This is an optimization exercise on Yosys and OpenROAD, whose aim is a short achievable clock period and few clock cycles per item, not a production implementation.
Function was checked by simulation only, so behaviour that the tests miss may differ from the original.
The flow treats the clock pin as an ideal source. Dropping or thinning the clock tree relies on that and would not hold on a real chip.
Power figures rest on the tool's default switching activity, not on a simulated workload.

## script_lexer
module script_lexer (
  input  logic        clk,
  input  logic        rst_n,
  input  logic        in_valid,
  output logic        in_stall,
  input  logic [8:0]  in_data,    
  output logic        out_valid,
  input  logic        out_stall,
  output logic [54:0] out_data    
);
Size: ~70 I/O pins, roughly 0.038 mm^2 of cells after synthesis.
export LEC_CHECK = 0
export ABC_CLOCK_PERIOD_IN_PS = 1800
export CAP_MARGIN = 20
export CORE_MARGIN = 2
export CORE_UTILIZATION = 65
export PLACE_DENSITY = 0.75
export SETUP_SLACK_MARGIN = 4.0
export SLEW_MARGIN = 20
create_clock -name core_clock -period 6.0 [get_ports {clk}]
standard.sh (not shown) runs the stock make flow with config.mk's settings and CLKGATE_MAP_FILE= SYNTH_SCRIPT=/design/flow/synth_recipe.tcl, a recipe that flattens the netlist after the stock synthesis.
==> flow/flow/run.sh <==
#!/bin/bash
# Standard ORFS layout, except that clock tree synthesis is replaced by a hand-built
# two-level tree (flow/manual_cts.tcl, sourced by ORFS cts.tcl through PRE_CTS_TCL):
# the clock port drives a few root buffers, each root drives leaf buffers, and each leaf
# drives an equal-size group of nearby flip-flops (recursive median bisection). Every flip-flop gets the same structure.
set -uo pipefail
here=$(pwd)
export PRE_CTS_TCL=$here/flow/manual_cts.tcl
export MCTS_LEAF_LEVELS=${MCTS_LEAF_LEVELS:-6}
bash standard.sh > standard.log 2>&1
rc=$?
# keep each step's own log next to the run
mkdir -p step_logs
cp orfs/logs/*/*/*/*.log step_logs/ 2>/dev/null || true
exit $rc
==> flow/flow/manual_cts.tcl <==
# Clock tree built by hand in place of TritonCTS: the clock port drives a few root
# buffers, each root drives leaf buffers, each leaf drives a cluster of nearby
# flip-flops (recursive bisection of their placed positions into equal groups).
# Two buffers on every path.
# Sourced by ORFS cts.tcl as PRE_CTS_TCL; it replaces clock_tree_synthesis.

proc mcts_kmeans {pts k iters} {
  # pts: list of {x y}; returns list of cluster index per point
  set n [llength $pts]
  set cx {}; set cy {}
  # seed: points sorted along a serpentine order, evenly spaced
  set sorted [lsort -real -index 0 $pts]
  for {set c 0} {$c < $k} {incr c} {
    set p [lindex $sorted [expr {int(($c + 0.5) * $n / $k)}]]
    lappend cx [lindex $p 0]; lappend cy [lindex $p 1]
  }
  set asg [lrepeat $n 0]
  for {set it 0} {$it < $iters} {incr it} {
    set i 0
    foreach p $pts {
      set px [lindex $p 0]; set py [lindex $p 1]
      set best 0; set bd 1e30
      for {set c 0} {$c < $k} {incr c} {
        set d [expr {abs($px - [lindex $cx $c]) + abs($py - [lindex $cy $c])}]
        if {$d < $bd} { set bd $d; set best $c }
      }
      lset asg $i $best
      incr i
    }
    set sx [lrepeat $k 0.0]; set sy [lrepeat $k 0.0]; set sn [lrepeat $k 0]
    set i 0
    foreach p $pts {
      set c [lindex $asg $i]
      lset sx $c [expr {[lindex $sx $c] + [lindex $p 0]}]
      lset sy $c [expr {[lindex $sy $c] + [lindex $p 1]}]
      lset sn $c [expr {[lindex $sn $c] + 1}]
      incr i
    }
    for {set c 0} {$c < $k} {incr c} {
      if {[lindex $sn $c] > 0} {
        lset cx $c [expr {[lindex $sx $c] / [lindex $sn $c]}]
        lset cy $c [expr {[lindex $sy $c] / [lindex $sn $c]}]
      }
    }
  }
  return [list $asg $cx $cy]
}

proc mcts_place {inst x y} {
  set m [$inst getMaster]
  $inst setLocation [expr {int($x - [$m getWidth] / 2)}] [expr {int($y - [$m getHeight] / 2)}]
  $inst setPlacementStatus PLACED
}

if {[info commands mcts_orig_cts] eq ""} {
  rename clock_tree_synthesis mcts_orig_cts
}

# Recursive bisection at the median along the wider side: 2^levels equal groups
proc mcts_bisect {items levels} {
  # items: list of {x y payload}
  if {$levels == 0 || [llength $items] < 2} { return [list $items] }
  set xs [lsort -real [lmap it $items {lindex $it 0}]]
  set ys [lsort -real [lmap it $items {lindex $it 1}]]
  set idx [expr {([lindex $xs end] - [lindex $xs 0]) >= ([lindex $ys end] - [lindex $ys 0]) ? 0 : 1}]
  set sorted [lsort -real -index $idx $items]
  set h [expr {[llength $sorted] / 2}]
  return [concat [mcts_bisect [lrange $sorted 0 [expr {$h - 1}]] [expr {$levels - 1}]] \
                 [mcts_bisect [lrange $sorted $h end] [expr {$levels - 1}]]]
}

proc mcts_centroid {items} {
  set sx 0.0; set sy 0.0
  foreach it $items { set sx [expr {$sx + [lindex $it 0]}]; set sy [expr {$sy + [lindex $it 1]}] }
  set n [llength $items]
  return [list [expr {$sx / $n}] [expr {$sy / $n}]]
}

proc clock_tree_synthesis {args} {
  set leaf_levels [expr {[info exists ::env(MCTS_LEAF_LEVELS)] ? $::env(MCTS_LEAF_LEVELS) : 5}]
  set root_levels 2
  set db [ord::get_db]
  set block [ord::get_db_block]
  set buf [$db findMaster sky130_fd_sc_hd__clkbuf_16]
  set clknet [$block findNet clk]
  set items {}
  foreach it [$clknet getITerms] {
    set bb [[$it getInst] getBBox]
    lappend items [list [expr {([$bb xMin] + [$bb xMax]) / 2.0}] [expr {([$bb yMin] + [$bb yMax]) / 2.0}] $it]
  }
  puts "MCTS: [llength $items] sinks, [expr {1 << $leaf_levels}] leaf buffers, [expr {1 << $root_levels}] roots"
  set r 0
  set c 0
  foreach rgroup [mcts_bisect $items $root_levels] {
    set ri [odb::dbInst_create $block $buf "clkbuf_root_${r}_clk"]
    set rn [odb::dbNet_create $block "clknet_root_${r}_clk"]
    $rn setSigType CLOCK
    [$ri findITerm X] connect $rn
    [$ri findITerm A] connect $clknet
    set lcs {}
    foreach lgroup [mcts_bisect $rgroup [expr {$leaf_levels - $root_levels}]] {
      set li [odb::dbInst_create $block $buf "clkbuf_leaf_${c}_clk"]
      set ln [odb::dbNet_create $block "clknet_leaf_${c}_clk"]
      $ln setSigType CLOCK
      [$li findITerm X] connect $ln
      [$li findITerm A] connect $rn
      foreach it $lgroup {
        set t [lindex $it 2]
        $t disconnect
        $t connect $ln
      }
      set lc [mcts_centroid $lgroup]
      mcts_place $li [lindex $lc 0] [lindex $lc 1]
      lappend lcs $lc
      puts "MCTS: leaf $c root $r sinks [llength $lgroup]"
      incr c
    }
    set rc [mcts_centroid $lcs]
    mcts_place $ri [lindex $rc 0] [lindex $rc 1]
    incr r
  }
  $clknet setSigType CLOCK
  global_connect
  puts "MCTS: done"
}
The starting point produced a clean layout.
Testbench counts at the start, summed over its fixed seeds: cycles 27,451, bytes 27,403.
Rerun with:
--- a/flow/flow/run.sh
+++ b/flow/flow/run.sh
@@ -9 +9 @@
-export MCTS_LEAF_LEVELS=${MCTS_LEAF_LEVELS:-6}
+export MCTS_LEAF_LEVELS=${MCTS_LEAF_LEVELS:-5}
ABC_CLOCK_PERIOD_IN_PS = 1500   (was 1800)
SETUP_SLACK_MARGIN = 4.3   (was 4.0)
Effect:
- This time the run did not get past global routing
- synthesized cell count is unchanged
- synthesized area does not change
Rerun with:
ABC_CLOCK_PERIOD_IN_PS = 1800   (was 1500)
SETUP_SLACK_MARGIN = 4.0   (was 4.3)
- The new run went through all stages and came out clean
- area after synthesis does not change
- synthesized cell count is unchanged
Rerun with:
--- a/flow/flow/run.sh
+++ b/flow/flow/run.sh
@@ -5 +5,3 @@
-# drives an equal-size group of nearby flip-flops (recursive median bisection). Every flip-flop gets the same structure.
+# drives an equal-size group of nearby flip-flops (recursive median bisection). Every
+# flip-flop gets the same structure. Before that, each flip-flop driving an output
+# port is moved next to that port's buffer.
@@ -9,0 +12 @@
+export MCTS_PULL_OUT=1
--- a/flow/flow/manual_cts.tcl
+++ b/flow/flow/manual_cts.tcl
@@ -78,0 +79,26 @@
+# Move each flip-flop that drives an output port's buffer next to that buffer
+proc mcts_pull_outputs {block} {
+  set n 0
+  foreach bt [$block getBTerms] {
+    if {[$bt getIoType] ne "OUTPUT"} { continue }
+    set net [$bt getNet]
+    if {$net eq "NULL"} { continue }
+    foreach it [$net getITerms] {
+      if {![$it isOutputSignal]} { continue }
+      set buf [$it getInst]
+      set a [$buf findITerm A]
+      if {$a eq "NULL"} { continue }
+      set an [$a getNet]
+      foreach dit [$an getITerms] {
+        if {![$dit isOutputSignal]} { continue }
+        set ff [$dit getInst]
+        if {![string match "*df*" [[$ff getMaster] getName]]} { continue }
+        set bb [$buf getBBox]
+        mcts_place $ff [expr {([$bb xMin] + [$bb xMax]) / 2.0}] [expr {([$bb yMin] + [$bb yMax]) / 2.0}]
+        incr n
+      }
+    }
+  }
+  puts "MCTS: moved $n output flip-flops next to their port buffers"
+}
+
@@ -79,0 +106,3 @@
+  if {[info exists ::env(MCTS_PULL_OUT)] && $::env(MCTS_PULL_OUT)} {
+    mcts_pull_outputs [ord::get_db_block]
+  }
Power stays flat.
Final cell count is higher slightly.
Setup slack got worse by 0.089 ns.
Register-to-register slack got worse by 0.18 ns.
Critical path depth is higher by 1.
Core utilization is higher by 0.51 points.
Clock power hardly moves.
In the first, third and fourth runs of this note the design's own scripts or RTL, not TritonCTS, make the clock network.

## separate check: timing with driven ports
The flow's constraints put no driver on any port. The routed layouts listed below were extracted and timed again, unchanged, in two steps. Step 1 (the two cells are an assumption about what drives the block):
set clk [get_ports {clk}]
set_driving_cell -lib_cell sky130_fd_sc_hd__clkbuf_16 $clk
set_driving_cell -lib_cell sky130_fd_sc_hd__buf_2 [delete_from_list [all_inputs] $clk]
Step 2, shift: input delay + t, output delay - t, t = (earliest + latest rising clock arrival at the registers) / 2. This alone moves slack from input paths to output paths. a / b / c = no drivers / after step 1 / after step 2; a / b = the first two.
run | shift t [ns] | setup slack, ns | worst setup path at the end | clock arrival spread, ns | slew at the worst register clock pin (ns)
the first run | 0.621 | 3.725 / 3.632 / 3.540 | input to register | 0.043 / 0.043 | 0.07 / 0.07
the third run | 0.528 | 3.862 / 3.724 / 3.532 | input to register | 0.040 / 0.041 | 0.11 / 0.11
the fourth run | 0.549 | 3.774 / 3.774 / 3.389 | input to register | 0.047 / 0.047 | 0.12 / 0.12
After both steps setup and hold are still met in every run listed. The setup slack of the fourth run, which loses most, moves by 0.000 ns with the drivers and by -0.385 ns with both steps.
